This design comes from an exercise in tuning for small area, a short achievable clock period and few clock cycles per item on the open sky130 flow, not from production work. RTL that was checked went through simulation tests only; none was proved equivalent to the original. Power figures rest on the tool's default switching activity, not on a simulated workload.

Setup of old:
==> module cltfp_scaler, before the edit <==
module cltfp_scaler (
  input  logic              clk,
  input  logic              rst,
  input  logic              load,       
  input  cltfp_pkg::job_t   ljob,
  output logic              free,       
  output logic              busy,       
  input  logic [15:0]       em_scale,
  input  logic [3:0]        em_msb,     
  output logic              res_valid,
  input  logic              pop,
  output logic [31:0]       px_value,
  output logic              invalid
);
  logic             stepping;    
  logic             adding;      
  logic             em;
  logic [13:0]      frac;
  logic [3:0]       bit_idx;
  logic             sbit;        
  logic [13:0]      rem;
  logic [15:0]      quo;         
  logic [1:0]       qd_last;     
  logic [15:0]      t0, t1, t2;
  logic [1:0]       qd;
  logic [13:0]      rem_next;
  logic [15:0]      quo_now;
  logic [32:0]      sum;
  logic [3:0]       bit_next;
  logic             sbit_next;
  assign free = !busy || (res_valid && pop);
  logic [3:0] lstart;
  logic       lsteps;
  assign lstart = ljob.em ? em_msb : 4'd8;
  assign lsteps = (ljob.frac != 14'd0) && !ljob.sat && !ljob.ovf && (lstart != 4'd0);
  always_comb begin
    t0 = {1'b0, rem, 1'b0} + (sbit ? {2'b0, frac} : 16'd0);
    t1 = {1'b0, rem, 1'b0} + (sbit ? {2'b0, frac} : 16'd0) - 16'd10000;
    t2 = {1'b0, rem, 1'b0} + (sbit ? {2'b0, frac} : 16'd0) - 16'd20000;
    if (!t2[15])      begin qd = 2'd2; rem_next = t2[13:0]; end
    else if (!t1[15]) begin qd = 2'd1; rem_next = t1[13:0]; end
    else              begin qd = 2'd0; rem_next = t0[13:0]; end
    quo_now   = quo + {14'b0, qd_last};
    sum       = {1'b0, px_value} + {17'b0, quo_now};
    bit_next  = bit_idx - 4'd1;
    sbit_next = em ? em_scale[bit_next] : (bit_next == 4'd8);
  end
  always_ff @(posedge clk) begin
    if (rst) begin
      busy      <= 1'b0;
      stepping  <= 1'b0;
      adding    <= 1'b0;
      res_valid <= 1'b0;
    end else if (load) begin
      busy      <= 1'b1;
      stepping  <= lsteps;
      adding    <= 1'b0;
      res_valid <= !lsteps;
    end else if (stepping) begin
      if (bit_idx == 4'd0) begin
        stepping <= 1'b0;
        adding   <= 1'b1;
      end
    end else if (adding) begin
      adding    <= 1'b0;
      res_valid <= 1'b1;
    end else if (res_valid && pop) begin
      busy      <= 1'b0;
      res_valid <= 1'b0;
    end
  end
  always_ff @(posedge clk) begin
    if (load) begin
      em       <= ljob.em;
      frac     <= ljob.frac;
      bit_idx  <= lstart - 4'd1;
      sbit     <= ljob.em && em_scale[lstart - 4'd1];
      rem      <= ljob.frac;
      quo      <= '0;
      qd_last  <= '0;
      px_value <= (ljob.sat || ljob.ovf) ? 32'hFFFF_FFFF : ljob.intp;
      invalid  <= ljob.inv;
    end else if (stepping) begin
      bit_idx  <= bit_next;
      sbit     <= sbit_next;
      rem      <= rem_next;
      quo      <= {quo_now[14:0], 1'b0};
      qd_last  <= qd;
    end else if (adding) begin
      px_value <= sum[32] ? 32'hFFFF_FFFF : sum[31:0];
    end
  end
endmodule
==> module css_length_to_fixed_px, before the edit <==
module css_length_to_fixed_px #(
  parameter int FRAC_DIGITS = 4
) (
  input  logic        clk,
  input  logic        rst,
  input  logic        push,
  output logic        full,
  input  logic [7:0]  char_code,
  input  logic        is_end,
  output logic        empty,
  input  logic        pop,
  output logic [31:0] px_value,
  output logic        invalid,
  input  logic        em_to_px_we,
  input  logic [15:0] em_to_px
);
  logic [15:0] em_scale;
  logic [3:0]  em_msb;
  logic       i_v, i_end, i_dig, i_dot, i_spc, i_e, i_m;
  logic [3:0] i_d;
  logic       step;
  cltfp_pkg::job_t fjob, wjob;
  logic [31:0]     iem;
  logic            iem_ovf;
  logic            w_v, w_ready, w_push;
  logic            e_free, e_load, e_busy;
  logic            res_valid;
  assign full   = i_v && i_end && w_v && (e_busy || !w_ready);
  assign step   = i_v && !full;
  assign empty  = !res_valid;
  always_ff @(posedge clk) begin
    if (rst) begin
      em_scale <= 16'h1000;
    end else if (em_to_px_we) begin
      em_scale <= em_to_px;
    end
  end
  always_comb begin
    em_msb = 4'd0;
    for (int k = 1; k < 16; k++)
      if (em_scale[k]) em_msb = 4'(k);
  end
  always_ff @(posedge clk) begin
    if (rst) begin
      i_v <= 1'b0;
    end else if (!full) begin
      i_v <= push;
    end
  end
  always_ff @(posedge clk) begin
    if (!full) begin
      i_end <= is_end;
      i_dig <= (char_code >= CHR_ZERO) && (char_code <= CHR_NINE);
      i_dot <= (char_code == CHR_DOT);
      i_spc <= (char_code == CHR_SPACE);
      i_e   <= (char_code == CHR_E);
      i_m   <= (char_code == CHR_M);
      i_d   <= char_code[3:0];
    end
  end
  cltfp_front u_front (
    .clk         (clk),
    .rst         (rst),
    .step        (step),
    .i_end       (i_end),
    .i_dig       (i_dig),
    .i_dot       (i_dot),
    .i_spc       (i_spc),
    .i_e         (i_e),
    .i_m         (i_m),
    .i_d         (i_d),
    .em_scale    (em_scale),
    .job         (fjob),
    .iem_out     (iem),
    .iem_ovf_out (iem_ovf)
  );
  assign w_push = step && i_end;
  assign e_load = w_ready && e_free;
  cltfp_job_queue u_queue (
    .clk     (clk),
    .rst     (rst),
    .push    (w_push),
    .wdata   (fjob),
    .iem     (iem),
    .iem_ovf (iem_ovf),
    .pop     (e_load),
    .rdata   (wjob),
    .valid   (w_v),
    .ready   (w_ready)
  );
  cltfp_scaler u_scaler (
    .clk       (clk),
    .rst       (rst),
    .load      (e_load),
    .ljob      (wjob),
    .free      (e_free),
    .busy      (e_busy),
    .em_scale  (em_scale),
    .em_msb    (em_msb),
    .res_valid (res_valid),
    .pop       (pop),
    .px_value  (px_value),
    .invalid   (invalid)
  );
endmodule
==> flow/config.mk <==
export PLATFORM = sky130hd
export DESIGN_NAME = css_length_to_fixed_px
export DESIGN_NICKNAME = css_length_to_fixed_px
export VERILOG_FILES = /design/flow/design.v
export SDC_FILE = /design/flow/constraint.sdc
export NUM_CORES = 4
export LEC_CHECK = 0
export ABC_CLOCK_PERIOD_IN_PS = 3000
export CAP_MARGIN = 20
export CORE_MARGIN = 2
export CORE_UTILIZATION = 40
export SETUP_SLACK_MARGIN = 5
export SLEW_MARGIN = 20
==> flow/constraint.sdc <==
create_clock -name core_clock -period 10.0 [get_ports {clk}]
set_input_delay 2.0000 -clock core_clock [delete_from_list [all_inputs] [get_ports {clk}]]
set_output_delay 2.0000 -clock core_clock [all_outputs]
set_load 0.01 [all_outputs]
run.sh (not shown) runs the stock make flow with config.mk's settings and CLKGATE_MAP_FILE= SYNTH_SCRIPT=/design/flow/synth_recipe.tcl, a recipe that flattens the netlist after the stock synthesis.
Input changes introduced in new (baseline for comparison: old):
diff --git a/flow/design.v b/flow/design.v
--- a/flow/design.v
+++ b/flow/design.v
@@ -259,14 +259,13 @@
   logic             sbit;        
   logic [13:0]      rem;
-  logic [15:0]      quo;         
   logic [1:0]       qd_last;     
   logic [15:0]      t0, t1, t2;
   logic [1:0]       qd;
   logic [13:0]      rem_next;
-  logic [15:0]      quo_now;
+  logic [3:0]       qpos;        
   logic [32:0]      sum;
   logic [3:0]       bit_next;
   logic             sbit_next;
-  assign free = !busy || (res_valid && pop);
+  assign free = !busy;
   logic [3:0] lstart;
   logic       lsteps;
@@ -280,6 +279,6 @@
     else if (!t1[15]) begin qd = 2'd1; rem_next = t1[13:0]; end
     else              begin qd = 2'd0; rem_next = t0[13:0]; end
-    quo_now   = quo + {14'b0, qd_last};
-    sum       = {1'b0, px_value} + {17'b0, quo_now};
+    qpos      = bit_idx + 4'd1;
+    sum       = {1'b0, px_value} + (33'(qd_last) << qpos);
     bit_next  = bit_idx - 4'd1;
     sbit_next = em ? em_scale[bit_next] : (bit_next == 4'd8);
@@ -316,5 +315,4 @@
       sbit     <= ljob.em && em_scale[lstart - 4'd1];
       rem      <= ljob.frac;
-      quo      <= '0;
       qd_last  <= '0;
       px_value <= (ljob.sat || ljob.ovf) ? 32'hFFFF_FFFF : ljob.intp;
@@ -324,6 +322,6 @@
       sbit     <= sbit_next;
       rem      <= rem_next;
-      quo      <= {quo_now[14:0], 1'b0};
       qd_last  <= qd;
+      px_value <= sum[32] ? 32'hFFFF_FFFF : sum[31:0];
     end else if (adding) begin
       px_value <= sum[32] ? 32'hFFFF_FFFF : sum[31:0];
@@ -359,7 +357,11 @@
   logic            e_free, e_load, e_busy;
   logic            res_valid;
-  assign full   = i_v && i_end && w_v && (e_busy || !w_ready);
+  logic irst;
+  always_ff @(posedge clk) begin
+    irst <= rst;
+  end
+  assign full   = irst || (i_v && i_end && w_v && (e_busy || !w_ready));
   assign step   = i_v && !full;
-  assign empty  = !res_valid;
+  assign empty  = irst || !res_valid;
   always_ff @(posedge clk) begin
     if (rst) begin
@@ -375,5 +377,5 @@
   end
   always_ff @(posedge clk) begin
-    if (rst) begin
+    if (irst) begin
       i_v <= 1'b0;
     end else if (!full) begin
@@ -394,5 +396,5 @@
   cltfp_front u_front (
     .clk         (clk),
-    .rst         (rst),
+    .rst         (irst),
     .step        (step),
     .i_end       (i_end),
@@ -412,5 +414,5 @@
   cltfp_job_queue u_queue (
     .clk     (clk),
-    .rst     (rst),
+    .rst     (irst),
     .push    (w_push),
     .wdata   (fjob),
@@ -424,5 +426,5 @@
   cltfp_scaler u_scaler (
     .clk       (clk),
-    .rst       (rst),
+    .rst       (irst),
     .load      (e_load),
     .ljob      (wjob),
## What came out
new vs old, clock-cell share of area went up by 0.23 points. new vs old on fraction of the cycle the final worst path needs: new is the higher one. [compare] base=old new=new: post-route total power now smaller, multi-input gate share of the layout cell area was more or less identical, switching component of the power has decreased, number of cells on the critical path has decreased, slack of the critical path went down 0.12 ns.
Testbench counts of new, summed over its fixed seeds: cycles 32,263, items 3,200.
Only the layout flow was run in old; the RTL was not checked for function there.

==> port drivers added, routing unchanged <==
The flow's constraints put no driver on any port. The routed layouts listed below were extracted and timed again, unchanged, in two steps. Step 1, drivers: a clkbuf_16 drives clk and a buf_2 each remaining input, both assumed. Step 2 adds t to the input delays and takes it off the output delays; t is the mean of the earliest and latest rising clock arrival at the registers after step 1. Input paths then give back, and output paths get back, about the clock's delay inside the block. Slacks: no drivers / after step 1 / after step 2; pairs: no drivers / after step 1.
| run | t, ns | setup WS [ns] | worst setup path at the end | slew at the worst register clock pin (ns) | pins driven straight from the clock port |
|---|---|---|---|---|---|
| old | 0.596 | 5.444 / 5.444 / 5.300 | input to register | 0.06 / 0.06 | 1 |
| new | 0.581 | 5.323 / 5.270 / 5.392 | register to register | 0.06 / 0.06 | 1 |
After both steps setup and hold are still met in every run listed. For old, which loses most, drivers alone change the setup slack by 0.000 ns; drivers and shift together by -0.144 ns.
